Source: an optimization exercise on an open RTL-to-GDS flow (aim: small area, a short achievable clock period and few clock cycles per item). Production flows keep margins and buffers that such runs may drop. Where RTL was checked, it was by simulation tests only, not by an equivalence proof against the original. Only the layout flow was run in run 2; the RTL was not checked for function there.

File: flow/run.sh
#!/bin/bash
# synth_recipe.tcl (not shown) runs the flow's synth.tcl, then flattens the netlist and writes it again
# the make line also repeats each setting of config.mk as NAME=value (left out here)
make -C /OpenROAD-flow-scripts/flow DESIGN_CONFIG=/design/flow/config.mk WORK_HOME=/design/flow/orfs CLKGATE_MAP_FILE= SYNTH_SCRIPT=/design/flow/synth_recipe.tcl finish
File: flow/constraint.sdc
create_clock -name core_clock -period 16.0 [get_ports {aclk}]
set_input_delay 3.2000 -clock core_clock [delete_from_list [all_inputs] [get_ports {aclk}]]
set_output_delay 3.2000 -clock core_clock [all_outputs]
set_load 0.01 [all_outputs]
File: flow/design.v
`timescale 1ns / 1ps
package gita_pkg;
    localparam logic OP_DET = 1'b0;
    localparam logic OP_EOF = 1'b1;
    localparam logic CFG_IOU_THRESHOLD = 1'b0;
    localparam logic CFG_MAX_MISSED    = 1'b1;
    localparam int   IDENT_BITS  = 16;
    localparam int   MISS_BITS   = 9;
    localparam logic [7:0] IOU_THRESHOLD_RST = 8'd77;
    localparam logic [7:0] MAX_MISSED_RST    = 8'd8;
endpackage
`timescale 1ns / 1ps
module greedy_iou_track_association #(
    parameter int MAX_TRACKS = 16,
    parameter int COORD_BITS = 12
) (
    input  logic                  aclk,
    input  logic                  aresetn,
    input  logic                  cfg_we,
    input  logic                  cfg_idx,
    input  logic [7:0]            cfg_wdata,
    input  logic                  s_valid,
    output logic                  s_ready,
    input  logic                  s_op,
    input  logic [COORD_BITS-1:0] s_box_x,
    input  logic [COORD_BITS-1:0] s_box_y,
    input  logic [COORD_BITS-1:0] s_box_w,
    input  logic [COORD_BITS-1:0] s_box_h,
    output logic                  m_valid,
    input  logic                  m_ready,
    output logic [15:0]           m_trk_ident,
    output logic                  m_new_track,
    output logic                  m_table_full
);
    localparam int N  = MAX_TRACKS;
    localparam int SW = (N > 1) ? $clog2(N) : 1;
    localparam int CB = COORD_BITS;
    localparam int EB = CB + 1;           
    localparam int AW = 2 * CB;           
    localparam int UW = AW + 1;           
    localparam int SB = 2 * UW + 1;       
    localparam int MB = 8;                
    localparam int FL = 6;                
    localparam int BXW = 2 * CB + 2 * EB + 1;   
    logic [N-1:0]  valid_reg, used_reg, nz_reg;
    logic [CB-1:0] tx_mem [N];
    logic [CB-1:0] ty_mem [N];
    logic [EB-1:0] tex_mem [N];
    logic [EB-1:0] tey_mem [N];
    logic [15:0]   ident_mem [N];
    logic [MB-1:0] miss_mem [N];
    logic [15:0]   next_ident_reg;
    logic [7:0]    thr_reg, maxm_reg;
    logic          b_full_reg, b_op_reg;
    logic [CB-1:0] b_x_reg, b_y_reg, b_w_reg, b_h_reg;
    logic          r_busy_reg, r_first_reg;
    logic [CB-1:0] dx_reg, dy_reg;
    logic [EB-1:0] dex_reg, dey_reg;
    logic          dnz_reg;
    logic [AW-1:0] area_reg;
    logic [N-1:0]  mask_reg;
    logic [SW-1:0] pidx_reg;              
    logic          rv_reg, r_cand_reg, r_first_o_reg, r_last_reg, r_live_reg;
    logic [SW-1:0] r_idx_reg;
    logic [CB-1:0] ox_reg, oy_reg, tw_reg, th_reg;
    logic signed [EB:0] nox_reg;          
    logic [AW-1:0] r_area_reg;
    logic [BXW-1:0] r_box_reg;
    logic          mv_reg, m_cand_reg, m_first_reg, m_last_reg;
    logic [SW-1:0] m_idx_reg;
    logic [AW-1:0] inter_reg;
    logic [UW-1:0] uni_reg;
    logic [BXW-1:0] m_box_reg;
    logic          best_found_reg;
    logic [SW-1:0] best_slot_reg;
    logic [AW-1:0] best_inter_reg;
    logic [UW-1:0] best_union_reg;
    logic          xc_busy_reg, x_last_reg;
    logic [2:0]    xc_step_reg;
    logic signed [SB-1:0] xs_reg;
    logic signed [8:0] bq_reg;            
    logic [AW-1:0] xi_reg;                
    logic [UW-1:0] xu_reg;
    logic [SW-1:0] xidx_reg;
    logic          f_v_reg;
    logic [BXW-1:0] f_box_reg;
    logic          q1_v_reg, q2_v_reg;
    logic [17:0]   q1_reg, q2_reg;
    logic stall, q_block, t_go, xc_done, r_emit, r_last_emit;
    logic start_det, start_eof, start, accept;
    logic [N-1:0] pick, mask_rest;
    assign q_block = (m_valid && q1_v_reg && (q2_v_reg || f_v_reg)) ||
                     (q2_v_reg && f_v_reg && (m_valid || q1_v_reg));
    assign stall   = xc_busy_reg || q_block;
    always_comb begin
        pick = '0;
        pick[pidx_reg] = 1'b1;
        mask_rest = mask_reg & ~pick;
    end
    assign r_emit      = r_busy_reg && !stall;
    assign r_last_emit = r_emit && (mask_rest == '0);
    assign start_det = b_full_reg && (b_op_reg == gita_pkg::OP_DET) && !stall &&
                       (!r_busy_reg || r_last_emit);
    assign start_eof = b_full_reg && (b_op_reg == gita_pkg::OP_EOF) && !r_busy_reg &&
                       !rv_reg && !mv_reg && !xc_busy_reg;
    assign start   = start_det || start_eof;
    assign s_ready = !b_full_reg || start;
    assign accept  = s_valid && s_ready;
    logic          have_free;
    logic [SW-1:0] free_slot;
    always_comb begin
        have_free = 1'b0;
        free_slot = '0;
        for (int i = N - 1; i >= 0; i--) begin
            if (!valid_reg[i]) begin
                have_free = 1'b1;
                free_slot = SW'(i);
            end
        end
    end
    logic [SW-1:0] wr_slot;
    logic          wr_en, wr_new;
    logic [N-1:0]  wr_oh;
    always_comb begin
        wr_new  = f_v_reg && !best_found_reg && have_free;
        wr_en   = f_v_reg && (best_found_reg || have_free);
        wr_slot = best_found_reg ? best_slot_reg : free_slot;
        wr_oh   = '0;
        wr_oh[wr_slot] = wr_en;
    end
    logic [N-1:0]  used_post, age_hit, drop;
    always_comb begin
        used_post = used_reg | wr_oh;
        for (int i = 0; i < N; i++) begin
            age_hit[i] = start_eof && valid_reg[i] && !used_post[i];
            drop[i]    = age_hit[i] && (miss_mem[i] >= maxm_reg);
        end
    end
    logic [N-1:0]  mask_next;
    logic [EB-1:0] b_ex, b_ey;
    logic          b_nz;
    always_comb begin
        b_ex = EB'(b_x_reg) + EB'(b_w_reg);
        b_ey = EB'(b_y_reg) + EB'(b_h_reg);
        b_nz = (b_w_reg != '0) && (b_h_reg != '0);
        for (int i = 0; i < N; i++) begin
            mask_next[i] = valid_reg[i] && !used_post[i] && nz_reg[i] && b_nz &&
                (b_ex[EB-1:FL] >= (EB-FL)'(tx_mem[i][CB-1:FL])) &&
                (tex_mem[i][EB-1:FL] >= (EB-FL)'(b_x_reg[CB-1:FL])) &&
                (b_ey[EB-1:FL] >= (EB-FL)'(ty_mem[i][CB-1:FL])) &&
                (tey_mem[i][EB-1:FL] >= (EB-FL)'(b_y_reg[CB-1:FL]));
        end
    end
    function automatic logic [SW-1:0] lowest(input logic [N-1:0] m);
        lowest = '0;
        for (int i = N - 1; i >= 0; i--) if (m[i]) lowest = SW'(i);
    endfunction
    logic [CB-1:0] rx, ry;
    logic [EB-1:0] rex, rey, sx, sy, ex, ey;
    logic signed [EB:0] nx, ny;
    always_comb begin
        rx  = tx_mem[pidx_reg];
        ry  = ty_mem[pidx_reg];
        rex = tex_mem[pidx_reg];
        rey = tey_mem[pidx_reg];
        sx = (EB'(dx_reg) > EB'(rx)) ? EB'(dx_reg) : EB'(rx);
        sy = (EB'(dy_reg) > EB'(ry)) ? EB'(dy_reg) : EB'(ry);
        ex = (dex_reg < rex) ? dex_reg : rex;
        ey = (dey_reg < rey) ? dey_reg : rey;
        nx = signed'({1'b0, sx}) - signed'({1'b0, ex});
        ny = signed'({1'b0, sy}) - signed'({1'b0, ey});
    end
    logic [AW-1:0] inter_p;
    logic [UW-1:0] uni_p;
    always_comb begin
        inter_p = AW'(ox_reg) * AW'(oy_reg);
        uni_p   = UW'(signed'({1'b0, r_area_reg}) +
                      signed'({1'b0, tw_reg}) * signed'({1'b0, th_reg}) +
                      nox_reg * signed'({1'b0, oy_reg}));
    end
    logic [UW-1:0] mu_a;
    logic signed [SB-1:0] mu_z, mu_y;
    always_comb begin
        if (!xc_busy_reg) begin
            mu_a = uni_reg;
            mu_z = SB'({inter_reg - 1'b1, 8'hFF});
        end else if (xc_step_reg[0] == 1'b0) begin
            mu_a = best_union_reg;
            mu_z = xs_reg <<< 8;
        end else begin
            mu_a = xu_reg;
            mu_z = xs_reg;
        end
        mu_y = mu_z + signed'({1'b0, mu_a}) * bq_reg;
    end
    logic signed [8:0] bq_next;
    always_comb begin
        unique case (xc_step_reg)
            3'd0:    bq_next = -signed'({1'b0, best_inter_reg[23:16]});
            3'd1:    bq_next =  signed'({1'b0, xi_reg[15:8]});
            3'd2:    bq_next = -signed'({1'b0, best_inter_reg[15:8]});
            3'd3:    bq_next =  signed'({1'b0, xi_reg[7:0]});
            default: bq_next = -signed'({1'b0, best_inter_reg[7:0]});
        endcase
    end
    logic cand_ok, eff_found, qualify, sure_better, sure_worse, need_xc, take_cur;
    always_comb begin
        t_go        = mv_reg && !stall;
        xc_done     = xc_busy_reg && (xc_step_reg == 3'd6) && !q_block;
        cand_ok     = m_cand_reg && !used_reg[m_idx_reg] && !(wr_en && (wr_slot == m_idx_reg));
        eff_found   = best_found_reg && !m_first_reg;
        qualify     = !mu_y[SB-1];
        sure_better = (inter_reg >= best_inter_reg) && (uni_reg <= best_union_reg) &&
                      ((inter_reg != best_inter_reg) || (uni_reg != best_union_reg));
        sure_worse  = (inter_reg <= best_inter_reg) && (uni_reg >= best_union_reg);
        need_xc     = t_go && cand_ok && qualify && eff_found && !sure_better && !sure_worse;
        take_cur    = t_go && cand_ok && qualify && (!eff_found || sure_better);
    end
    logic pop;
    assign pop = m_valid && m_ready;
    always_ff @(posedge aclk) begin
        if (!aresetn) begin
            valid_reg      <= '0;
            used_reg       <= '0;
            next_ident_reg <= '0;
            thr_reg        <= gita_pkg::IOU_THRESHOLD_RST;
            maxm_reg       <= gita_pkg::MAX_MISSED_RST;
            b_full_reg     <= 1'b0;
            r_busy_reg     <= 1'b0;
            rv_reg         <= 1'b0;
            mv_reg         <= 1'b0;
            xc_busy_reg    <= 1'b0;
            f_v_reg        <= 1'b0;
            m_valid        <= 1'b0;
            q1_v_reg       <= 1'b0;
            q2_v_reg       <= 1'b0;
        end else begin
            if (cfg_we) begin
                unique case (cfg_idx)
                    gita_pkg::CFG_IOU_THRESHOLD: thr_reg  <= cfg_wdata;
                    gita_pkg::CFG_MAX_MISSED:    maxm_reg <= cfg_wdata;
                    default: ;
                endcase
            end
            if (accept)     b_full_reg <= 1'b1;
            else if (start) b_full_reg <= 1'b0;
            for (int i = 0; i < N; i++) begin
                if (wr_oh[i]) valid_reg[i] <= 1'b1;
                else if (drop[i]) valid_reg[i] <= 1'b0;
            end
            used_reg <= start_eof ? '0 : used_post;
            if (wr_new) next_ident_reg <= next_ident_reg + 1'b1;
            if (start_det)        r_busy_reg <= 1'b1;
            else if (r_last_emit) r_busy_reg <= 1'b0;
            if (!stall) begin
                rv_reg <= r_busy_reg;
                mv_reg <= rv_reg;
            end
            if (need_xc)      xc_busy_reg <= 1'b1;
            else if (xc_done) xc_busy_reg <= 1'b0;
            f_v_reg <= (t_go && m_last_reg && !need_xc) || (xc_done && x_last_reg);
            if (pop) begin
                m_valid  <= q1_v_reg || (f_v_reg && !q1_v_reg);
                q1_v_reg <= q2_v_reg || (f_v_reg && q1_v_reg && !q2_v_reg);
                q2_v_reg <= f_v_reg && q2_v_reg;
            end else if (f_v_reg) begin
                if (!m_valid)       m_valid  <= 1'b1;
                else if (!q1_v_reg) q1_v_reg <= 1'b1;
                else                q2_v_reg <= 1'b1;
            end
        end
    end
    logic [17:0] res;
    always_comb begin
        if (best_found_reg)  res = {ident_mem[best_slot_reg], 2'b00};
        else if (have_free)  res = {next_ident_reg, 2'b10};
        else                 res = {16'd0, 2'b01};
    end
    always_ff @(posedge aclk) begin
        if (accept) begin
            b_op_reg <= s_op;
            b_x_reg  <= s_box_x;
            b_y_reg  <= s_box_y;
            b_w_reg  <= s_box_w;
            b_h_reg  <= s_box_h;
        end
        if (start_det) begin
            dx_reg      <= b_x_reg;
            dy_reg      <= b_y_reg;
            dex_reg     <= b_ex;
            dey_reg     <= b_ey;
            dnz_reg     <= b_nz;
            area_reg    <= AW'(b_w_reg) * AW'(b_h_reg);
            mask_reg    <= mask_next & ~wr_oh;
            pidx_reg    <= lowest(mask_next & ~wr_oh);
            r_first_reg <= 1'b1;
        end else if (r_emit) begin
            mask_reg    <= mask_rest;
            pidx_reg    <= lowest(mask_rest);
            r_first_reg <= 1'b0;
        end
        if (!stall) begin
            r_cand_reg    <= (mask_reg != '0) && nx[EB] && ny[EB];
            r_first_o_reg <= r_first_reg;
            r_last_reg    <= (mask_rest == '0);
            r_idx_reg     <= pidx_reg;
            ox_reg        <= CB'(ex - sx);
            oy_reg        <= CB'(ey - sy);
            nox_reg       <= nx;
            tw_reg        <= CB'(rex - EB'(rx));
            th_reg        <= CB'(rey - EB'(ry));
            r_area_reg    <= area_reg;
            r_box_reg     <= {dnz_reg, dey_reg, dex_reg, dy_reg, dx_reg};
            m_cand_reg  <= r_cand_reg;
            m_first_reg <= r_first_o_reg;
            m_last_reg  <= r_last_reg;
            m_idx_reg   <= r_idx_reg;
            inter_reg   <= inter_p;
            uni_reg     <= uni_p;
            m_box_reg   <= r_box_reg;
        end
        if (t_go && m_last_reg) f_box_reg <= m_box_reg;
        if (!xc_busy_reg) begin
            xi_reg      <= inter_reg;
            xu_reg      <= uni_reg;
            xidx_reg    <= m_idx_reg;
            x_last_reg  <= m_last_reg;
            bq_reg      <= need_xc ? signed'({1'b0, inter_reg[23:16]}) : -signed'({1'b0, thr_reg});
            xc_step_reg <= '0;
            xs_reg      <= '0;
        end else if (xc_step_reg != 3'd6) begin
            xc_step_reg <= xc_step_reg + 1'b1;
            bq_reg      <= bq_next;
            xs_reg      <= mu_y;
        end else if (xc_done) begin
            bq_reg      <= -signed'({1'b0, thr_reg});
        end
        if (take_cur) begin
            best_found_reg <= 1'b1;
            best_slot_reg  <= m_idx_reg;
            best_inter_reg <= inter_reg;
            best_union_reg <= uni_reg;
        end else if (t_go && m_first_reg) begin
            best_found_reg <= 1'b0;
        end else if (xc_done && (xs_reg > 0)) begin
            best_slot_reg  <= xidx_reg;
            best_inter_reg <= xi_reg;
            best_union_reg <= xu_reg;
        end
        for (int i = 0; i < N; i++) begin
            if (wr_oh[i]) begin
                {nz_reg[i], tey_mem[i], tex_mem[i], ty_mem[i], tx_mem[i]} <= f_box_reg;
                miss_mem[i] <= '0;
            end else if (age_hit[i]) begin
                miss_mem[i] <= miss_mem[i] + 1'b1;
            end
        end
        if (wr_new) ident_mem[free_slot] <= next_ident_reg;
        if (pop) begin
            {m_trk_ident, m_new_track, m_table_full} <= q1_v_reg ? q1_reg : res;
            q1_reg <= q2_v_reg ? q2_reg : res;
            q2_reg <= res;
        end else if (f_v_reg) begin
            if (!m_valid)       {m_trk_ident, m_new_track, m_table_full} <= res;
            else if (!q1_v_reg) q1_reg <= res;
            else                q2_reg <= res;
        end
    end
endmodule
File: flow/config.mk
export PLATFORM = sky130hd
export DESIGN_NAME = greedy_iou_track_association
export DESIGN_NICKNAME = greedy_iou_track_association
export VERILOG_FILES = /design/flow/design.v
export SDC_FILE = /design/flow/constraint.sdc
export NUM_CORES = 4
export LEC_CHECK = 0
export CAP_MARGIN = 20
export CORE_MARGIN = 2
export CORE_UTILIZATION = 40
export SLEW_MARGIN = 20
==> results.py, run 1 <==
metrics = {
    "timing": {
        "setup_ws_ns": 6.342,
        "max_slew_margin_pct": 17.87,
        "holdWs_ns": 0.3928,
        "fin_crit_sh_pct": 60.36,
        "fin_worst_skew_ns": 0.1158,
        "rsz0062_at_grt": "no",
        "hold_viol_final": 0,
        "finalSetupTns_ns": 0,
        "period_minus_slack_ns": 9.658,
        "drv_slew": 0,
        "fmax_ghz": 0.1035,
        "setup_viol": 0,
        "worst_pin_slew_ns": 1.221,
    },
    "yosys": {
        "syn_area_um2": 120800,
        "ys_ff_latch": 1948,
        "syn_nets": 12030,
        "synthTopCellsByArea": "edfxtp_1, fa_1, ha_1",
        "yosysWarnings": 6,
        "synthDistinctLibCells": 98,
        "yosysTopAreaCellShare_pct": 41.94,
        "ys_seq_area_share_pct": 46.26,
        "yosysTopAreaCell": "edfxtp_1",
        "postSynthAreaPerCell_um2": 11.91,
        "synth-edff-count": 1687,
        "ys.flop_type": "edfxtp_1",
        "syn_inst": 10140,
        "async_flop_share_pct": 0,
    },
    "layout": {
        "regMostFlops": "ident_mem",
        "multi_input_area_um2": 59420,
        "final_common_cell": "edfxtp_1",
        "seq_area_um2": 55900,
        "finalNonFillerCells": 14380,
        "final_util_pct": 44.58,
        "fillCellCount": 27320,
        "area_growth_pct": 10.82,
        "final_nets": 12130,
        "final_cell_area_um2": 133900,
        "largest_reg_flops": 256,
        "drive_gt1_share_pct": 7.774,
        "final_cell_mix": "edfxtp_1, inv_1, ha_1",
    },
    "cts": {
        "cts_buffers": 210,
        "clk_pin_slew_ns": 0.07,
        "root_buffer": "clkbuf_16",
        "postCtsSetupRepairBufs": 0,
        "clk_latency_ns": 0.94,
        "post_cts_resized": 0,
        "cts-hold-fix-buffers": 0,
        "clock_path_buffers": 4,
        "clock-sinks": 1948,
        "cts_tree": "done",
        "h-tree-depth": 4,
    },
    "worst_setup_path": {
        "crit_path_frequent_cell": "fa_1",
        "crit_arrival_ns": 10.14,
        "critPathLaunchType": "register",
        "slowest_delay_ns": 0.79,
        "critical_path_class": "register to register",
        "critical_path_required_ns": 16.48,
        "crit_chain": "buf_4, mux2i_1, a21oi_1, nand2_1, fa_1, fa_1, fa_1, fa_1, inv_1, fa_1, ha_1, and3_1, nand4_1, a21oi_1, o211ai_1, a21o_1, a311oi_1, o21ai_1, nor3_4, buf_4, or2_2, buf_4",
        "end_kind": "register",
        "cp_max_fo": 58,
        "crit_slowest_cell": "buf_4",
    },
    "worst_hold_path": {
        "hold_path.class": "register to register",
    },
    "die": {
        "die_y_um": 553.5,
        "io_pins": 83,
        "die_w_um": 553.5,
        "rows": 201,
        "core_area_um2": 300300,
        "dieArea_um2": 306400,
        "start_util_pct": 40.23,
    },
    "route": {
        "drc": 0,
        "drtPass1Iterations": 8,
        "viasPerCell": 5.584,
        "drt_iter0_markers": 7444,
        "wire_per_inst_um": 24.32,
        "drtAntennaViolNets": 0,
        "drt-total-wl_mm": 349.6,
        "num_vias": 80270,
    },
    "placed_design": {
        "post-dp-hpwl_mm": 245.6,
        "dp_cells": 13990,
        "gp_congestion": 0.9026,
        "dpl_worst_slack_ns": 6.482,
        "io_buffers": 82,
        "placed_area_um2": 126800,
    },
    "global_route": {
        "grt_pass1_wl_mm": 526.0,
        "grt_max_degree": 101,
        "gr-usage-met1_pct": 29.28,
        "met2_usage_pct": 38.00,
        "grt-ovfl-total": 0,
        "grtUsageTotal_pct": 22.54,
        "grt_pass1_vias": 82450,
        "globalRouteMet3Util_pct": 3.168,
        "grt_antenna_before_repair": 13,
        "top_usage_layer": "met2",
    },
    "outcome": {
        "outcome": "complete, no violations",
    },
    "flow_run": {
        "maxCapViolCount": 0,
    },
}
kinds of logic (layout without fill, tap and decap cells):
group / count (synthesis) / count (layout) / share of synthesized area (%)
fa+ha+maj: 1827 / 1827 / 23.37
xor+xnor: 327 / 327 / 2.371
mux: 311 / 311 / 3.577
flops: 1948 / 1948 / 46.26
compound gates: 1680 / 1680 / 9.585
simple gates: 2487 / 2487 / 9.950
buf+inv: 1561 / 1827 / 4.885
other cells: 0 / 11 / 0
synthesized netlist by cell type (31+ instances only):
library cell / number
a222oi_1: 41
mux4_2: 86
nor3_1: 74
fa_1: 716
a221oi_1: 82
nand3_1: 117
nor2_1: 507
a22oi_1: 159
nor2b_1: 101
and2_1: 304
inv_1: 1196
or2_2: 34
xor2_1: 150
clkbuf_1: 297
and3_1: 66
nand2b_1: 140
mux2i_1: 120
a22o_1: 79
ha_1: 1110
a41oi_1: 36
buf_1: 41
nand4_1: 116
a211oi_1: 48
a21o_1: 335
or3_1: 37
nand2_1: 896
o21ai_0: 254
edfxtp_1: 1687
dfxtp_1: 261
o21a_1: 36
nor4_1: 31
a21oi_1: 378
mux2_2: 104
xnor2_1: 177
critical path: cells and delay by family, from the launching register on:
family / cells / cell delay, ns
DFF: 1 / 0.68
AOI/OAI and AO/OA: 6 / 2.33
muxes: 1 / 0.16
adders and majority gates: 6 / 2.89
and+or+nand+nor: 5 / 0.96
buffers and inverters: 4 / 2.09
worst paths after layout:
path | slack (ns) | to | cells after the start | from
max | 6.34 | best_union_reg[1]$_DFFE_PP_ | 22 | xc_step_reg[0]$_SDFFE_PN0N_
min | 0.39 | f_box_reg[45]$_DFFE_PP_ | 0 | m_box_reg[45]$_DFFE_PN_
max reg2reg | 6.34 | best_union_reg[1]$_DFFE_PP_ | 22 | xc_step_reg[0]$_SDFFE_PN0N_
min reg2reg | 0.39 | f_box_reg[45]$_DFFE_PP_ | 0 | m_box_reg[45]$_DFFE_PN_
area by class of cell:
class	instances	share of cell area (%)
clock inverter	123	1.072
timing repair buffer	248	1.556
clock buffer	255	4.142
tap	3958	3.699
inverter	1201	3.372
multi-input combinational	6632	44.38
antenna	11	0.02056
sequential	1948	41.76
per-layer routing:
metal	share of wire, %	up-vias
li1	-	36060
met1	41	40810
met2	48	2785
met3	6.6	615
met4	4.2	2
met5	0.0046	-
Testbench counts, summed over its fixed seeds: cycles 8,698, items 4,500.
==> inputs of run 2 (changes only) <==
--- a/flow/design.v
+++ b/flow/design.v
@@ -60,6 +60,7 @@
     logic [AW-1:0] area_reg;
     logic [N-1:0]  mask_reg;
     logic [SW-1:0] pidx_reg;              
+    logic          single_reg;            
     logic          rv_reg, r_cand_reg, r_first_o_reg, r_last_reg, r_live_reg;
     logic [SW-1:0] r_idx_reg;
     logic [CB-1:0] ox_reg, oy_reg, tw_reg, th_reg;
@@ -76,9 +77,9 @@
     logic [AW-1:0] best_inter_reg;
     logic [UW-1:0] best_union_reg;
     logic          xc_busy_reg, x_last_reg;
-    logic [2:0]    xc_step_reg;
+    logic [1:0]    xc_step_reg;
     logic signed [SB-1:0] xs_reg;
-    logic signed [8:0] bq_reg;            
+    logic signed [8:0] nthr_reg;          
     logic [AW-1:0] xi_reg;                
     logic [UW-1:0] xu_reg;
     logic [SW-1:0] xidx_reg;
@@ -98,7 +99,7 @@
         mask_rest = mask_reg & ~pick;
     end
     assign r_emit      = r_busy_reg && !stall;
-    assign r_last_emit = r_emit && (mask_rest == '0);
+    assign r_last_emit = r_emit && single_reg;
     assign start_det = b_full_reg && (b_op_reg == gita_pkg::OP_DET) && !stall &&
                        (!r_busy_reg || r_last_emit);
     assign start_eof = b_full_reg && (b_op_reg == gita_pkg::OP_EOF) && !r_busy_reg &&
@@ -155,6 +156,9 @@
         lowest = '0;
         for (int i = N - 1; i >= 0; i--) if (m[i]) lowest = SW'(i);
     endfunction
+    function automatic logic one_or_none(input logic [N-1:0] m);
+        one_or_none = ((m & (m - 1'b1)) == '0);
+    endfunction
     logic [CB-1:0] rx, ry;
     logic [EB-1:0] rex, rey, sx, sy, ex, ey;
     logic signed [EB:0] nx, ny;
@@ -178,38 +182,28 @@
                       signed'({1'b0, tw_reg}) * signed'({1'b0, th_reg}) +
                       nox_reg * signed'({1'b0, oy_reg}));
     end
-    logic [UW-1:0] mu_a;
-    logic signed [SB-1:0] mu_z, mu_y;
+    logic signed [UW+9:0] th_y;
     always_comb begin
-        if (!xc_busy_reg) begin
-            mu_a = uni_reg;
-            mu_z = SB'({inter_reg - 1'b1, 8'hFF});
-        end else if (xc_step_reg[0] == 1'b0) begin
-            mu_a = best_union_reg;
-            mu_z = xs_reg <<< 8;
-        end else begin
-            mu_a = xu_reg;
-            mu_z = xs_reg;
-        end
-        mu_y = mu_z + signed'({1'b0, mu_a}) * bq_reg;
+        th_y = signed'({2'b00, inter_reg - 1'b1, 8'hFF}) + signed'({1'b0, uni_reg}) * nthr_reg;
     end
-    logic signed [8:0] bq_next;
+    logic [7:0] xc_ci, xc_bi;
+    logic signed [SB-1:0] xs_next;
     always_comb begin
         unique case (xc_step_reg)
-            3'd0:    bq_next = -signed'({1'b0, best_inter_reg[23:16]});
-            3'd1:    bq_next =  signed'({1'b0, xi_reg[15:8]});
-            3'd2:    bq_next = -signed'({1'b0, best_inter_reg[15:8]});
-            3'd3:    bq_next =  signed'({1'b0, xi_reg[7:0]});
-            default: bq_next = -signed'({1'b0, best_inter_reg[7:0]});
+            2'd0:    begin xc_ci = xi_reg[23:16]; xc_bi = best_inter_reg[23:16]; end
+            2'd1:    begin xc_ci = xi_reg[15:8];  xc_bi = best_inter_reg[15:8];  end
+            default: begin xc_ci = xi_reg[7:0];   xc_bi = best_inter_reg[7:0];   end
         endcase
+        xs_next = (xs_reg <<< 8) + signed'({1'b0, best_union_reg}) * signed'({1'b0, xc_ci})
+                                 - signed'({1'b0, xu_reg}) * signed'({1'b0, xc_bi});
     end
     logic cand_ok, eff_found, qualify, sure_better, sure_worse, need_xc, take_cur;
     always_comb begin
         t_go        = mv_reg && !stall;
-        xc_done     = xc_busy_reg && (xc_step_reg == 3'd6) && !q_block;
+        xc_done     = xc_busy_reg && (xc_step_reg == 2'd3) && !q_block;
         cand_ok     = m_cand_reg && !used_reg[m_idx_reg] && !(wr_en && (wr_slot == m_idx_reg));
         eff_found   = best_found_reg && !m_first_reg;
-        qualify     = !mu_y[SB-1];
+        qualify     = !th_y[UW+9];
         sure_better = (inter_reg >= best_inter_reg) && (uni_reg <= best_union_reg) &&
                       ((inter_reg != best_inter_reg) || (uni_reg != best_union_reg));
         sure_worse  = (inter_reg <= best_inter_reg) && (uni_reg >= best_union_reg);
@@ -224,6 +218,7 @@
             used_reg       <= '0;
             next_ident_reg <= '0;
             thr_reg        <= gita_pkg::IOU_THRESHOLD_RST;
+            nthr_reg       <= -signed'({1'b0, gita_pkg::IOU_THRESHOLD_RST});
             maxm_reg       <= gita_pkg::MAX_MISSED_RST;
             b_full_reg     <= 1'b0;
             r_busy_reg     <= 1'b0;
@@ -237,7 +232,10 @@
         end else begin
             if (cfg_we) begin
                 unique case (cfg_idx)
-                    gita_pkg::CFG_IOU_THRESHOLD: thr_reg  <= cfg_wdata;
+                    gita_pkg::CFG_IOU_THRESHOLD: begin
+                        thr_reg  <= cfg_wdata;
+                        nthr_reg <= -signed'({1'b0, cfg_wdata});
+                    end
                     gita_pkg::CFG_MAX_MISSED:    maxm_reg <= cfg_wdata;
                     default: ;
                 endcase
@@ -293,16 +291,18 @@
             area_reg    <= AW'(b_w_reg) * AW'(b_h_reg);
             mask_reg    <= mask_next & ~wr_oh;
             pidx_reg    <= lowest(mask_next & ~wr_oh);
+            single_reg  <= one_or_none(mask_next & ~wr_oh);
             r_first_reg <= 1'b1;
         end else if (r_emit) begin
             mask_reg    <= mask_rest;
             pidx_reg    <= lowest(mask_rest);
+            single_reg  <= one_or_none(mask_rest);
             r_first_reg <= 1'b0;
         end
         if (!stall) begin
             r_cand_reg    <= (mask_reg != '0) && nx[EB] && ny[EB];
             r_first_o_reg <= r_first_reg;
-            r_last_reg    <= (mask_rest == '0);
+            r_last_reg    <= single_reg;
             r_idx_reg     <= pidx_reg;
             ox_reg        <= CB'(ex - sx);
             oy_reg        <= CB'(ey - sy);
@@ -325,15 +325,11 @@
             xu_reg      <= uni_reg;
             xidx_reg    <= m_idx_reg;
             x_last_reg  <= m_last_reg;
-            bq_reg      <= need_xc ? signed'({1'b0, inter_reg[23:16]}) : -signed'({1'b0, thr_reg});
             xc_step_reg <= '0;
             xs_reg      <= '0;
-        end else if (xc_step_reg != 3'd6) begin
+        end else if (xc_step_reg != 2'd3) begin
             xc_step_reg <= xc_step_reg + 1'b1;
-            bq_reg      <= bq_next;
-            xs_reg      <= mu_y;
-        end else if (xc_done) begin
-            bq_reg      <= -signed'({1'b0, thr_reg});
+            xs_reg      <= xs_next;
         end
         if (take_cur) begin
             best_found_reg <= 1'b1;
==> flow/flow/run.sh (new file) <==
#!/bin/bash
# Standard ORFS layout (the standard.sh, unchanged synthesis and steps),
# with repair_timing asked for extra setup margin so that the achieved
# period, not just the 16 ns constraint, is optimised. The SDC is unchanged.
set -euo pipefail
MARGIN=$(cat flow/setup_margin)
bash standard.sh SETUP_SLACK_MARGIN="$MARGIN" finish > orfs_make.log 2>&1
==> flow/flow/setup_margin (new file) <==
8.5
==> flow/standard.sh (new file) <==
#!/bin/bash
# synth_recipe.tcl (not shown) runs the flow's synth.tcl, then flattens the netlist and writes it again
# the make line also repeats each setting of config.mk as NAME=value (left out here)
make -C /OpenROAD-flow-scripts/flow DESIGN_CONFIG=/design/flow/config.mk WORK_HOME=/design/flow/orfs CLKGATE_MAP_FILE= SYNTH_SCRIPT=/design/flow/synth_recipe.tcl "${@:-finish}"
removed: flow/run.sh
==> results.py, run 2 <==
metrics = {
    "worst_setup_path": {
        "crit_family": "adder cells",
        "crit_slowest_cell": "fa_1",
        "critical_path_class": "register to register",
        "end_kind": "register",
        "critPathLaunchType": "register",
        "slowest_delay_ns": 0.54,
        "crit_arrival_ns": 9.81,
        "critical_path_required_ns": 16.77,
        "cp_num_buf_inv": 9,
        "crit_path_frequent_cell": "fa_1",
        "cp_max_fo": 6,
    },
    "timing": {
        "fin_crit_sh_pct": 56.50,
        "fin_worst_skew_ns": 0.07899,
        "setup_viol": 0,
        "max_slew_margin_pct": 21.50,
        "period_minus_slack_ns": 9.040,
        "fmax_ghz": 0.1106,
        "setup_ws_ns": 6.960,
        "drv_slew": 0,
        "worst_pin_slew_ns": 1.176,
        "hold_viol_final": 0,
        "holdWs_ns": 0.3929,
        "finalSetupTns_ns": 0,
        "rsz0062_at_grt": "yes",
    },
    "yosys": {
        "syn_inst": 11310,
        "synth_most_common_cell": "edfxtp_1",
        "synthDistinctLibCells": 86,
        "synthTopCellsByArea": "edfxtp_1, fa_1, ha_1",
        "yosysTopAreaCellShare_pct": 38.49,
        "synth_common_cells": "edfxtp_1, inv_1, ha_1",
        "yosysTopAreaCell": "edfxtp_1",
        "yosysWarnings": 6,
        "syn_area_um2": 131000,
        "syn_nets": 13610,
        "postSynthAreaPerCell_um2": 11.58,
        "ys.flop_type": "edfxtp_1",
        "synth-edff-count": 1679,
        "ys_ff_latch": 1940,
        "async_flop_share_pct": 0,
        "ys_seq_area_share_pct": 42.48,
    },
    "global_route": {
        "grt_pass1_wl_mm": 586.7,
        "grt_antenna_before_repair": 19,
        "grt-ovfl-total": 0,
        "grt_max_degree": 101,
        "grtUsageTotal_pct": 23.33,
        "grt_pass1_vias": 92360,
    },
    "layout": {
        "drive_gt1_share_pct": 10.90,
        "largest_reg_flops": 256,
        "area_growth_pct": 13.73,
        "final_util_pct": 45.62,
        "final_nets": 13920,
        "regMostFlops": "ident_mem",
        "final_cell_mix": "edfxtp_1, inv_1, ha_1",
        "final_cell_area_um2": 149000,
        "final_common_cell": "edfxtp_1",
    },
    "die": {
        "core_area_um2": 326600,
        "dieArea_um2": 332100,
        "rows": 210,
        "die_y_um": 576.3,
        "start_util_pct": 40.11,
        "io_pins": 83,
        "die_w_um": 576.3,
    },
    "route": {
        "drc": 0,
        "drt-total-wl_mm": 398.3,
        "drtAntennaViolNets": 0,
        "viasPerCell": 5.625,
        "drt_iter0_markers": 9360,
        "num_vias": 90780,
        "wire_per_inst_um": 24.68,
        "drtPass1Iterations": 8,
    },
    "cts": {
        "h-tree-depth": 4,
        "cts_buffers": 203,
        "clk_latency_ns": 0.91,
        "clock-sinks": 1940,
        "cts_tree": "done",
        "cts-hold-fix-buffers": 0,
        "root_buffer": "clkbuf_16",
        "clock_path_buffers": 4,
        "clk_pin_slew_ns": 0.07,
    },
    "placed_design": {
        "io_buffers": 82,
        "dpl_worst_slack_ns": 5.867,
        "placed_area_um2": 137700,
        "post-dp-hpwl_mm": 271.6,
        "gp_congestion": 0.9189,
    },
    "outcome": {
        "outcome": "complete, no violations",
    },
    "worst_hold_path": {
        "hold_path.class": "register to register",
    },
    "flow_run": {
        "maxCapViolCount": 0,
    },
}
## run 2: metal layers
metal,global-route usage [%],share of wire [%],vias to the layer above
li1,-,-,39850
met1,31.79,41,46280
met2,37.82,46,3879
met3,3.739,8.7,764
met4,7.946,3.8,10
met5,0,0.015,-
## run 2: worst paths after layout
kind	start	cells past startpoint	endpoint	slack, ns
worst min-delay path	r_box_reg[19]$_DFFE_PN_	0	m_box_reg[19]$_DFFE_PN_	0.39
worst max register to register	xc_step_reg[0]$_SDFFE_PN0P_	41	xs_reg[49]$_SDFFE_PN0P_	6.96
worst max-delay path	xc_step_reg[0]$_SDFFE_PN0P_	41	xs_reg[49]$_SDFFE_PN0P_	6.96
worst min register to register	r_box_reg[19]$_DFFE_PN_	0	m_box_reg[19]$_DFFE_PN_	0.39
## run 2: kinds of logic (layout without fill, tap and decap cells)
group                    count (synthesis)  in the layout  share of synthesized area [%]
buffers and inverters                 1890           2356                          5.427
AO/OA/AOI/OAI                         1743           1746                          9.047
AND/OR/NAND/NOR                       2890           2897                          10.66
flip-flops                            1940           1940                          42.48
other                                    0              7                              0
XOR/XNOR                               385            385                          2.574
adder cells (fa/ha/maj)               2242           2242                          27.22
multiplexers                           220            220                          2.591
## run 2: per-stage QoR
step	std cells
final	16140
after global placement	15500
after detailed placement	15500
after floorplan	11310
after CTS	16000
after global routing	16130
## run 2: area by class of cell
type	instances	area, um^2
Multi-Input combinational cell	7490	70630
Inverter	1479	5558
Fill cell	29290	177600
Clock buffer	252	5400
Antenna cell	7	17.52
Timing Repair Buffer	509	5029
Clock inverter	116	1259
Sequential cell	1940	55650
Tap cell	4346	5438
## run 2: repair_timing
item                                    CTS  global route
cloned                                   17            12
pin swaps                                97            82
buffers inserted                        119           121
hold endpoints to repair                  0             0
resized for setup                       266           159
endpoints found under the setup margin  179           155
==> inputs of run 3 (changes only) <==
--- a/flow/design.v
+++ b/flow/design.v
@@ -51,7 +51,8 @@
     logic [MB-1:0] miss_mem [N];
     logic [15:0]   next_ident_reg;
     logic [7:0]    thr_reg, maxm_reg;
-    logic          b_full_reg, b_op_reg;
+    logic          b_full_reg;
+    logic [1:0]    e_cnt_reg;
     logic [CB-1:0] b_x_reg, b_y_reg, b_w_reg, b_h_reg;
     logic          r_busy_reg, r_first_reg;
     logic [CB-1:0] dx_reg, dy_reg;
@@ -77,8 +78,10 @@
     logic [AW-1:0] best_inter_reg;
     logic [UW-1:0] best_union_reg;
     logic          xc_busy_reg, x_last_reg;
-    logic [1:0]    xc_step_reg;
+    logic [2:0]    xc_step_reg;
     logic signed [SB-1:0] xs_reg;
+    localparam int XPW = UW + 8;          
+    logic [XPW-1:0] xp1_reg, xp2_reg;
     logic signed [8:0] nthr_reg;          
     logic [AW-1:0] xi_reg;                
     logic [UW-1:0] xu_reg;
@@ -88,7 +91,7 @@
     logic          q1_v_reg, q2_v_reg;
     logic [17:0]   q1_reg, q2_reg;
     logic stall, q_block, t_go, xc_done, r_emit, r_last_emit;
-    logic start_det, start_eof, start, accept;
+    logic start_det, start_eof, drained, accept;
     logic [N-1:0] pick, mask_rest;
     assign q_block = (m_valid && q1_v_reg && (q2_v_reg || f_v_reg)) ||
                      (q2_v_reg && f_v_reg && (m_valid || q1_v_reg));
@@ -100,12 +103,12 @@
     end
     assign r_emit      = r_busy_reg && !stall;
     assign r_last_emit = r_emit && single_reg;
-    assign start_det = b_full_reg && (b_op_reg == gita_pkg::OP_DET) && !stall &&
-                       (!r_busy_reg || r_last_emit);
-    assign start_eof = b_full_reg && (b_op_reg == gita_pkg::OP_EOF) && !r_busy_reg &&
-                       !rv_reg && !mv_reg && !xc_busy_reg;
-    assign start   = start_det || start_eof;
-    assign s_ready = !b_full_reg || start;
+    assign drained   = !r_busy_reg && !rv_reg && !mv_reg && !xc_busy_reg;
+    assign start_eof = (e_cnt_reg != 2'd0) && drained;
+    assign start_det = b_full_reg && !stall &&
+                       (((e_cnt_reg == 2'd0) && (!r_busy_reg || r_last_emit)) ||
+                        ((e_cnt_reg == 2'd1) && start_eof));
+    assign s_ready = (!b_full_reg || start_det) && ((e_cnt_reg != 2'd2) || start_eof);
     assign accept  = s_valid && s_ready;
     logic          have_free;
     logic [SW-1:0] free_slot;
@@ -137,19 +140,32 @@
             drop[i]    = age_hit[i] && (miss_mem[i] >= maxm_reg);
         end
     end
-    logic [N-1:0]  mask_next;
+    logic [N-1:0]  mask_next, s_cand;
     logic [EB-1:0] b_ex, b_ey;
-    logic          b_nz;
+    logic          b_nz, ovl_f;
+    logic [CB-1:0] f_x, f_y;
+    logic [EB-1:0] f_ex, f_ey;
+    logic          f_nz;
     always_comb begin
         b_ex = EB'(b_x_reg) + EB'(b_w_reg);
         b_ey = EB'(b_y_reg) + EB'(b_h_reg);
         b_nz = (b_w_reg != '0) && (b_h_reg != '0);
+        {f_nz, f_ey, f_ex, f_y, f_x} = f_box_reg;
+        ovl_f = f_nz &&
+                (b_ex[EB-1:FL] >= (EB-FL)'(f_x[CB-1:FL])) &&
+                (f_ex[EB-1:FL] >= (EB-FL)'(b_x_reg[CB-1:FL])) &&
+                (b_ey[EB-1:FL] >= (EB-FL)'(f_y[CB-1:FL])) &&
+                (f_ey[EB-1:FL] >= (EB-FL)'(b_y_reg[CB-1:FL]));
         for (int i = 0; i < N; i++) begin
-            mask_next[i] = valid_reg[i] && !used_post[i] && nz_reg[i] && b_nz &&
-                (b_ex[EB-1:FL] >= (EB-FL)'(tx_mem[i][CB-1:FL])) &&
-                (tex_mem[i][EB-1:FL] >= (EB-FL)'(b_x_reg[CB-1:FL])) &&
-                (b_ey[EB-1:FL] >= (EB-FL)'(ty_mem[i][CB-1:FL])) &&
-                (tey_mem[i][EB-1:FL] >= (EB-FL)'(b_y_reg[CB-1:FL]));
+            s_cand[i] = start_eof ? (wr_oh[i] || (valid_reg[i] && !drop[i]))
+                                  : (valid_reg[i] && !used_post[i]);
+            mask_next[i] = s_cand[i] && b_nz &&
+                ((start_eof && wr_oh[i]) ? ovl_f :
+                 (nz_reg[i] &&
+                  (b_ex[EB-1:FL] >= (EB-FL)'(tx_mem[i][CB-1:FL])) &&
+                  (tex_mem[i][EB-1:FL] >= (EB-FL)'(b_x_reg[CB-1:FL])) &&
+                  (b_ey[EB-1:FL] >= (EB-FL)'(ty_mem[i][CB-1:FL])) &&
+                  (tey_mem[i][EB-1:FL] >= (EB-FL)'(b_y_reg[CB-1:FL]))));
         end
     end
     function automatic logic [SW-1:0] lowest(input logic [N-1:0] m);
@@ -187,20 +203,17 @@
         th_y = signed'({2'b00, inter_reg - 1'b1, 8'hFF}) + signed'({1'b0, uni_reg}) * nthr_reg;
     end
     logic [7:0] xc_ci, xc_bi;
-    logic signed [SB-1:0] xs_next;
     always_comb begin
-        unique case (xc_step_reg)
+        unique case (xc_step_reg[1:0])
             2'd0:    begin xc_ci = xi_reg[23:16]; xc_bi = best_inter_reg[23:16]; end
             2'd1:    begin xc_ci = xi_reg[15:8];  xc_bi = best_inter_reg[15:8];  end
             default: begin xc_ci = xi_reg[7:0];   xc_bi = best_inter_reg[7:0];   end
         endcase
-        xs_next = (xs_reg <<< 8) + signed'({1'b0, best_union_reg}) * signed'({1'b0, xc_ci})
-                                 - signed'({1'b0, xu_reg}) * signed'({1'b0, xc_bi});
     end
     logic cand_ok, eff_found, qualify, sure_better, sure_worse, need_xc, take_cur;
     always_comb begin
         t_go        = mv_reg && !stall;
-        xc_done     = xc_busy_reg && (xc_step_reg == 2'd3) && !q_block;
+        xc_done     = xc_busy_reg && (xc_step_reg == 3'd4) && !q_block;
         cand_ok     = m_cand_reg && !used_reg[m_idx_reg] && !(wr_en && (wr_slot == m_idx_reg));
         eff_found   = best_found_reg && !m_first_reg;
         qualify     = !th_y[UW+9];
@@ -221,6 +234,7 @@
             nthr_reg       <= -signed'({1'b0, gita_pkg::IOU_THRESHOLD_RST});
             maxm_reg       <= gita_pkg::MAX_MISSED_RST;
             b_full_reg     <= 1'b0;
+            e_cnt_reg      <= 2'd0;
             r_busy_reg     <= 1'b0;
             rv_reg         <= 1'b0;
             mv_reg         <= 1'b0;
@@ -240,8 +254,9 @@
                     default: ;
                 endcase
             end
-            if (accept)     b_full_reg <= 1'b1;
-            else if (start) b_full_reg <= 1'b0;
+            if (accept && (s_op == gita_pkg::OP_DET)) b_full_reg <= 1'b1;
+            else if (start_det)                        b_full_reg <= 1'b0;
+            e_cnt_reg <= e_cnt_reg - 2'(start_eof) + 2'(accept && (s_op == gita_pkg::OP_EOF));
             for (int i = 0; i < N; i++) begin
                 if (wr_oh[i]) valid_reg[i] <= 1'b1;
                 else if (drop[i]) valid_reg[i] <= 1'b0;
@@ -276,7 +291,6 @@
     end
     always_ff @(posedge aclk) begin
         if (accept) begin
-            b_op_reg <= s_op;
             b_x_reg  <= s_box_x;
             b_y_reg  <= s_box_y;
             b_w_reg  <= s_box_w;
@@ -289,9 +303,9 @@
             dey_reg     <= b_ey;
             dnz_reg     <= b_nz;
             area_reg    <= AW'(b_w_reg) * AW'(b_h_reg);
-            mask_reg    <= mask_next & ~wr_oh;
-            pidx_reg    <= lowest(mask_next & ~wr_oh);
-            single_reg  <= one_or_none(mask_next & ~wr_oh);
+            mask_reg    <= mask_next;
+            pidx_reg    <= lowest(mask_next);
+            single_reg  <= one_or_none(mask_next);
             r_first_reg <= 1'b1;
         end else if (r_emit) begin
             mask_reg    <= mask_rest;
@@ -327,9 +341,12 @@
             x_last_reg  <= m_last_reg;
             xc_step_reg <= '0;
             xs_reg      <= '0;
-        end else if (xc_step_reg != 2'd3) begin
+        end else if (xc_step_reg != 3'd4) begin
             xc_step_reg <= xc_step_reg + 1'b1;
-            xs_reg      <= xs_next;
+            xp1_reg     <= XPW'(best_union_reg) * XPW'(xc_ci);
+            xp2_reg     <= XPW'(xu_reg) * XPW'(xc_bi);
+            if (xc_step_reg != 3'd0)
+                xs_reg <= (xs_reg <<< 8) + signed'(SB'(xp1_reg)) - signed'(SB'(xp2_reg));
         end
         if (take_cur) begin
             best_found_reg <= 1'b1;
==> flow/flow/setup_margin (replaced) <==
9
==> results.py, run 3 <==
metrics = {
    "layout": {
        "final_common_cell": "edfxtp_1",
        "final_cell_mix": "edfxtp_1, inv_1, ha_1",
        "largest_reg_flops": 256,
        "regMostFlops": "ident_mem",
        "final_nets": 14210,
        "drive_gt1_share_pct": 9.642,
        "final_util_pct": 45.50,
        "final_cell_area_um2": 151800,
        "area_growth_pct": 13.09,
        "fillCellCount": 30110,
    },
    "placed_design": {
        "placed_area_um2": 140700,
        "io_buffers": 82,
        "post-dp-hpwl_mm": 285.7,
        "gp_congestion": 0.9345,
    },
    "route": {
        "drc": 0,
        "drt_iter0_markers": 9269,
        "drtAntennaViolNets": 0,
        "num_vias": 92290,
        "viasPerCell": 5.603,
        "drtPass1Iterations": 8,
        "drt-total-wl_mm": 413.8,
        "wire_per_inst_um": 25.12,
    },
    "cts": {
        "cts_tree": "done",
        "h-tree-depth": 4,
        "clock_path_buffers": 4,
        "cts-hold-fix-buffers": 0,
        "clk_pin_slew_ns": 0.06,
        "root_buffer": "clkbuf_16",
        "cts_buffers": 218,
        "clk_latency_ns": 0.92,
        "clock-sinks": 2008,
    },
    "yosys": {
        "yosysWarnings": 6,
        "syn_area_um2": 134200,
        "synth-edff-count": 1744,
        "synth_common_cells": "edfxtp_1, inv_1, ha_1",
        "yosysTopAreaCell": "edfxtp_1",
        "async_flop_share_pct": 0,
        "ys_ff_latch": 2008,
        "syn_nets": 13920,
        "ys_seq_area_share_pct": 42.95,
        "postSynthAreaPerCell_um2": 11.58,
        "ys.flop_type": "edfxtp_1",
        "synth_most_common_cell": "edfxtp_1",
        "synthTopCellsByArea": "edfxtp_1, fa_1, ha_1",
        "synthDistinctLibCells": 95,
        "syn_inst": 11590,
        "yosysTopAreaCellShare_pct": 39.01,
    },
    "die": {
        "core_area_um2": 333700,
        "die_w_um": 583.3,
        "io_pins": 83,
        "dieArea_um2": 340200,
        "die_y_um": 583.3,
        "start_util_pct": 40.23,
        "rows": 212,
    },
    "global_route": {
        "grt_max_degree": 80,
        "grt_pass1_vias": 93570,
        "grt-ovfl-total": 0,
        "grt_pass1_wl_mm": 605.6,
        "grt_antenna_before_repair": 18,
        "grtUsageTotal_pct": 23.74,
    },
    "timing": {
        "fin_worst_skew_ns": 0.1091,
        "finalSetupTns_ns": 0,
        "max_slew_margin_pct": 15.86,
        "period_minus_slack_ns": 6.905,
        "fmax_ghz": 0.1448,
        "drv_slew": 0,
        "hold_viol_final": 0,
        "worst_pin_slew_ns": 1.249,
        "rsz0062_at_grt": "yes",
        "fin_crit_sh_pct": 43.16,
        "setup_viol": 0,
    },
    "flow_run": {
        "maxCapViolCount": 0,
    },
    "worst_setup_path": {
        "critPathLaunchType": "register",
        "end_kind": "register",
        "crit_path_frequent_cell": "o21a_1",
        "slowest_delay_ns": 0.55,
        "r2r_slack_ns": 9.09,
        "crit_arrival_ns": 7.67,
        "cp_max_fo": 19,
        "critical_path_required_ns": 16.77,
        "crit_slowest_cell": "edfxtp_1",
        "critical_path_class": "register to register",
    },
    "outcome": {
        "outcome": "complete, no violations",
    },
    "worst_hold_path": {
        "hold_path.class": "register to register",
    },
}
==> run 3: cell types whose count changed in the layout (fill, tap and decap cells not counted), moves of 26 or more <==
cell	delta
buf_4	-40
a22oi_1	+30
a21o_1	+70
nand2_1	-26
ha_1	+54
inv_1	+89
nor2b_1	-34
nor2_1	+137
edfxtp_1	+65
o21ai_0	-29
==> run 3: layout make-up <==
class	count	area (um^2)	area share (%)
Inverter	1566	5919	3.899
Multi-Input combinational cell	7610	70360	46.34
Sequential cell	2008	57670	37.98
Clock inverter	136	1562	1.029
Antenna cell	12	30.03	0.01978
Tap cell	4387	5489	3.616
Clock buffer	268	5816	3.831
Timing Repair Buffer	484	4975	3.277
==> run 3: path summary, 6_finish.rpt <==
path | cells past startpoint | from | to
setup / recovery | 32 | pidx_reg[1]$_DFFE_PP_ | r_cand_reg$_DFFE_PN_
hold / removal | 0 | r_box_reg[27]$_DFFE_PN_ | m_box_reg[27]$_DFFE_PN_
setup reg to reg | 32 | pidx_reg[1]$_DFFE_PP_ | r_cand_reg$_DFFE_PN_
hold reg to reg | 0 | r_box_reg[27]$_DFFE_PN_ | m_box_reg[27]$_DFFE_PN_
==> run 3: through the flow <==
stage               worst slack, ns  cells  hold WS [ns]
floorplan                     6.867  11590        0.4003
global placement              7.226  15820        0.4009
detailed placement            7.290  15820        0.4045
CTS                           8.924  16340        0.4180
global route                  8.828  16460        0.4226
finish                        9.095  16470        0.4145
==> run 3: per-layer routing <==
layer / GRT usage, % / up-vias / wire (um)
met5: 0 / - / 8
met4: 8.731 / 2 / 16660
met3: 3.488 / 768 / 33070
met2: 38.39 / 3809 / 191800
met1: 32.37 / 46910 / 172300
li1: - / 40800 / -
==> run 3: cell families (layout without fill, tap and decap cells) <==
group | Yosys count | count (layout) | share of synthesized area (%)
compound gates | 1825 | 1825 | 9.415
xor+xnor | 363 | 363 | 2.368
fa+ha+maj | 2262 | 2262 | 26.76
buf+inv | 1976 | 2454 | 5.546
flops | 2008 | 2008 | 42.95
mux | 222 | 222 | 2.535
other cells | 0 | 12 | 0
simple gates | 2935 | 2938 | 10.43
==> run 3: critical path, delay by kind of cell, from the launching register on <==
kind	cells	cell delay [ns]
buffers and inverters	6	1.12
AO/OA/AOI/OAI	17	3.21
AND/OR/NAND/NOR	6	0.89
adder cells (fa/ha/maj)	3	0.96
flip-flops	1	0.55
==> run 3: repair_timing <==
item | 4_1_cts | 5_1_grt
pin swaps | 10 | 54
cloned | 10 | 13
endpoints found under the setup margin | 179 | 145
setup buffers | 103 | 105
endpoints found under the hold margin | 0 | 0
gates resized for setup | 151 | 170
Testbench counts of run 3, summed over its fixed seeds: cycles 7,992, items 4,500.
==> inputs of run 4 (changes only) <==
--- a/flow/config.mk
+++ b/flow/config.mk
@@ -7,5 +7,5 @@
 export LEC_CHECK = 0
 export CAP_MARGIN = 20
 export CORE_MARGIN = 2
-export CORE_UTILIZATION = 40
+export CORE_UTILIZATION = 60
 export SLEW_MARGIN = 20
==> results.py, run 4 <==
metrics = {
    "worst_setup_path": {
        "end_kind": "register",
        "cp_max_fo": 20,
        "r2r_slack_ns": 9.05,
        "slowest_delay_ns": 0.48,
        "reg2regPathDepth": 34,
        "crit_arrival_ns": 7.65,
        "critical_path_class": "register to register",
        "crit_slowest_cell": "edfxtp_1",
        "critical_path_required_ns": 16.70,
        "critPathLaunchType": "register",
        "crit_path_frequent_cell": "o21a_1",
    },
    "timing": {
        "fin_crit_sh_pct": 43.45,
        "finalSetupTns_ns": 0,
        "drv_slew": 0,
        "setup_viol": 0,
        "worst_pin_slew_ns": 1.466,
        "period_minus_slack_ns": 6.952,
        "fin_worst_skew_ns": 0.1052,
        "max_slew_margin_pct": 1.989,
        "fmax_ghz": 0.1438,
        "rsz0062_at_grt": "yes",
        "hold_viol_final": 0,
    },
    "yosys": {
        "ys_ff_latch": 2008,
        "ys.flop_type": "edfxtp_1",
        "syn_nets": 13920,
        "syn_area_um2": 134200,
        "postSynthAreaPerCell_um2": 11.58,
        "synth-edff-count": 1744,
        "synthTopCellsByArea": "edfxtp_1, fa_1, ha_1",
        "ys_seq_area_share_pct": 42.95,
        "yosysWarnings": 6,
        "yosysTopAreaCell": "edfxtp_1",
        "synth_common_cells": "edfxtp_1, inv_1, ha_1",
        "yosysTopAreaCellShare_pct": 39.01,
        "async_flop_share_pct": 0,
        "synthDistinctLibCells": 95,
        "syn_inst": 11590,
        "synth_most_common_cell": "edfxtp_1",
    },
    "global_route": {
        "grt_pass1_wl_mm": 597.5,
        "met2_usage_pct": 58.03,
        "gr-usage-met1_pct": 45.61,
        "grt_antenna_before_repair": 13,
        "grt_pass1_vias": 94890,
        "grtUsageTotal_pct": 35.00,
        "grt_max_degree": 71,
        "grt-ovfl-total": 0,
        "top_usage_layer": "met2",
        "globalRouteMet3Util_pct": 5.629,
    },
    "route": {
        "num_vias": 93370,
        "drt-total-wl_mm": 404.9,
        "wire_per_inst_um": 26.90,
        "drtPass1Iterations": 7,
        "viasPerCell": 6.204,
        "drc": 0,
        "drt_iter0_markers": 10110,
        "drtAntennaViolNets": 0,
    },
    "layout": {
        "finalNonFillerCells": 15050,
        "final_util_pct": 67.38,
        "final_cell_mix": "edfxtp_1, inv_1, ha_1",
        "area_growth_pct": 11.58,
        "drive_gt1_share_pct": 9.664,
        "largest_reg_flops": 256,
        "regMostFlops": "ident_mem",
        "final_common_cell": "edfxtp_1",
        "final_nets": 14210,
    },
    "cts": {
        "clock-sinks": 2008,
        "clk_pin_slew_ns": 0.07,
        "h-tree-depth": 4,
        "root_buffer": "clkbuf_16",
        "clk_latency_ns": 0.93,
        "cts_buffers": 211,
        "cts_tree": "done",
        "clock_path_buffers": 3,
    },
    "die": {
        "core_area_um2": 222300,
        "io_pins": 83,
        "rows": 173,
        "dieArea_um2": 227500,
        "start_util_pct": 60.38,
        "die_y_um": 477.0,
        "die_w_um": 477.0,
    },
    "flow_run": {
        "maxCapViolCount": 0,
    },
    "worst_hold_path": {
        "holdPathStages": 0,
        "hold_path.class": "register to register",
    },
    "placed_design": {
        "gp_congestion": 0.9297,
        "io_buffers": 82,
        "post-dp-hpwl_mm": 279.5,
        "dp_cells": 14400,
    },
    "outcome": {
        "outcome": "complete, no violations",
    },
}
[run 4: cell counts after synthesis]
Identical to the previous run, type by type.
[run 4: cell type report]
cell class,count,area [um^2]
fillers,16580,72520
multi-input cells,7614,70490
flip-flops and latches,2008,57670
inverters,1566,5904
clock buffers,262,5650
repair buffers,486,4692
well taps,2975,3722
clock inverters,129,1623
diodes,10,25.02
[run 4: layer usage]
| layer | share of wire, % | vias up |
|---|---|---|
| li1 | - | 40840 |
| met1 | 39 | 47130 |
| met2 | 48 | 4467 |
| met3 | 8.5 | 923 |
| met4 | 5.1 | 8 |
| met5 | 0.0084 | - |
[run 4: worst max-delay path, delay by kind of cell, from the launching register on]
family	cells	cell delay [ns]
compound gates	18	3.34
fa+ha+maj	3	0.78
buf+inv	7	1.11
flops	1	0.48
mux	1	0.30
simple gates	5	0.74
[run 4: timing repair]
action	in CTS	in global routing
hold buffers	0	0
pin swaps	12	62
hold endpoints to repair	0	0
setup endpoints to repair	181	150
gates cloned	7	17
resized for setup	139	191
buffers inserted	118	106
[run 4: path summary, 6_finish.rpt]
check	start	to
max reg2reg	pidx_reg[0]$_DFFE_PP_	r_cand_reg$_DFFE_PN_
min reg2reg	m_box_reg[32]$_DFFE_PN_	f_box_reg[32]$_DFFE_PP_
min	m_box_reg[32]$_DFFE_PN_	f_box_reg[32]$_DFFE_PP_
max	pidx_reg[0]$_DFFE_PP_	r_cand_reg$_DFFE_PN_
[run 4: cell families (layout without fill, tap and decap cells)]
family | Yosys count | count (layout) | synth area share (%)
other cells | 0 | 10 | 0
compound gates | 1825 | 1825 | 9.415
fa+ha+maj | 2262 | 2262 | 26.76
xor+xnor | 363 | 363 | 2.368
simple gates | 2935 | 2942 | 10.43
buf+inv | 1976 | 2443 | 5.546
mux | 222 | 222 | 2.535
flops | 2008 | 2008 | 42.95
[run 4: stage by stage]
step | worst slack (ns) | hold WS (ns) | cell area (um^2)
2_1_floorplan | 6.867 | 0.4003 | 134300
3_3_place_gp | 7.149 | 0.4014 | 138800
3_5_place_dp | 7.027 | 0.4045 | 138800
4_1_cts | 8.925 | 0.3736 | 147800
5_1_grt | 8.816 | 0.3794 | 149800
6_report | 9.048 | 0.3758 | 149800

==> separate check: timing with driven ports <==
The results above use ideal ports. As a check the final layouts listed here were re-extracted and re-timed, cells and wires unchanged.
Step 1 assumes that a clkbuf_16 drives the clock port and a buf_2 every other input.
Step 2 moves the port delays by t, midway between the first and last clock arrival at a register: inputs arrive t later, outputs are due t later. That takes back most of the time a late clock gives input paths.
Three values: ideal ports, drivers, drivers and shift; two values: the first two.
| run | shift t [ns] | setup WS [ns] | worst setup path at the end | cell pins on the clock port's net |
|---|---|---|---|---|
| run 1 | 0.978 | 6.342 / 6.342 / 6.342 | register to register | 1 |
| run 2 | 0.964 | 6.960 / 6.960 / 6.960 | register to register | 1 |
| run 3 | 0.976 | 9.095 / 9.095 / 9.095 | register to register | 1 |
| run 4 | 0.963 | 9.048 / 9.036 / 9.048 | register to register | 1 |
After both steps setup and hold are still met in every run listed.
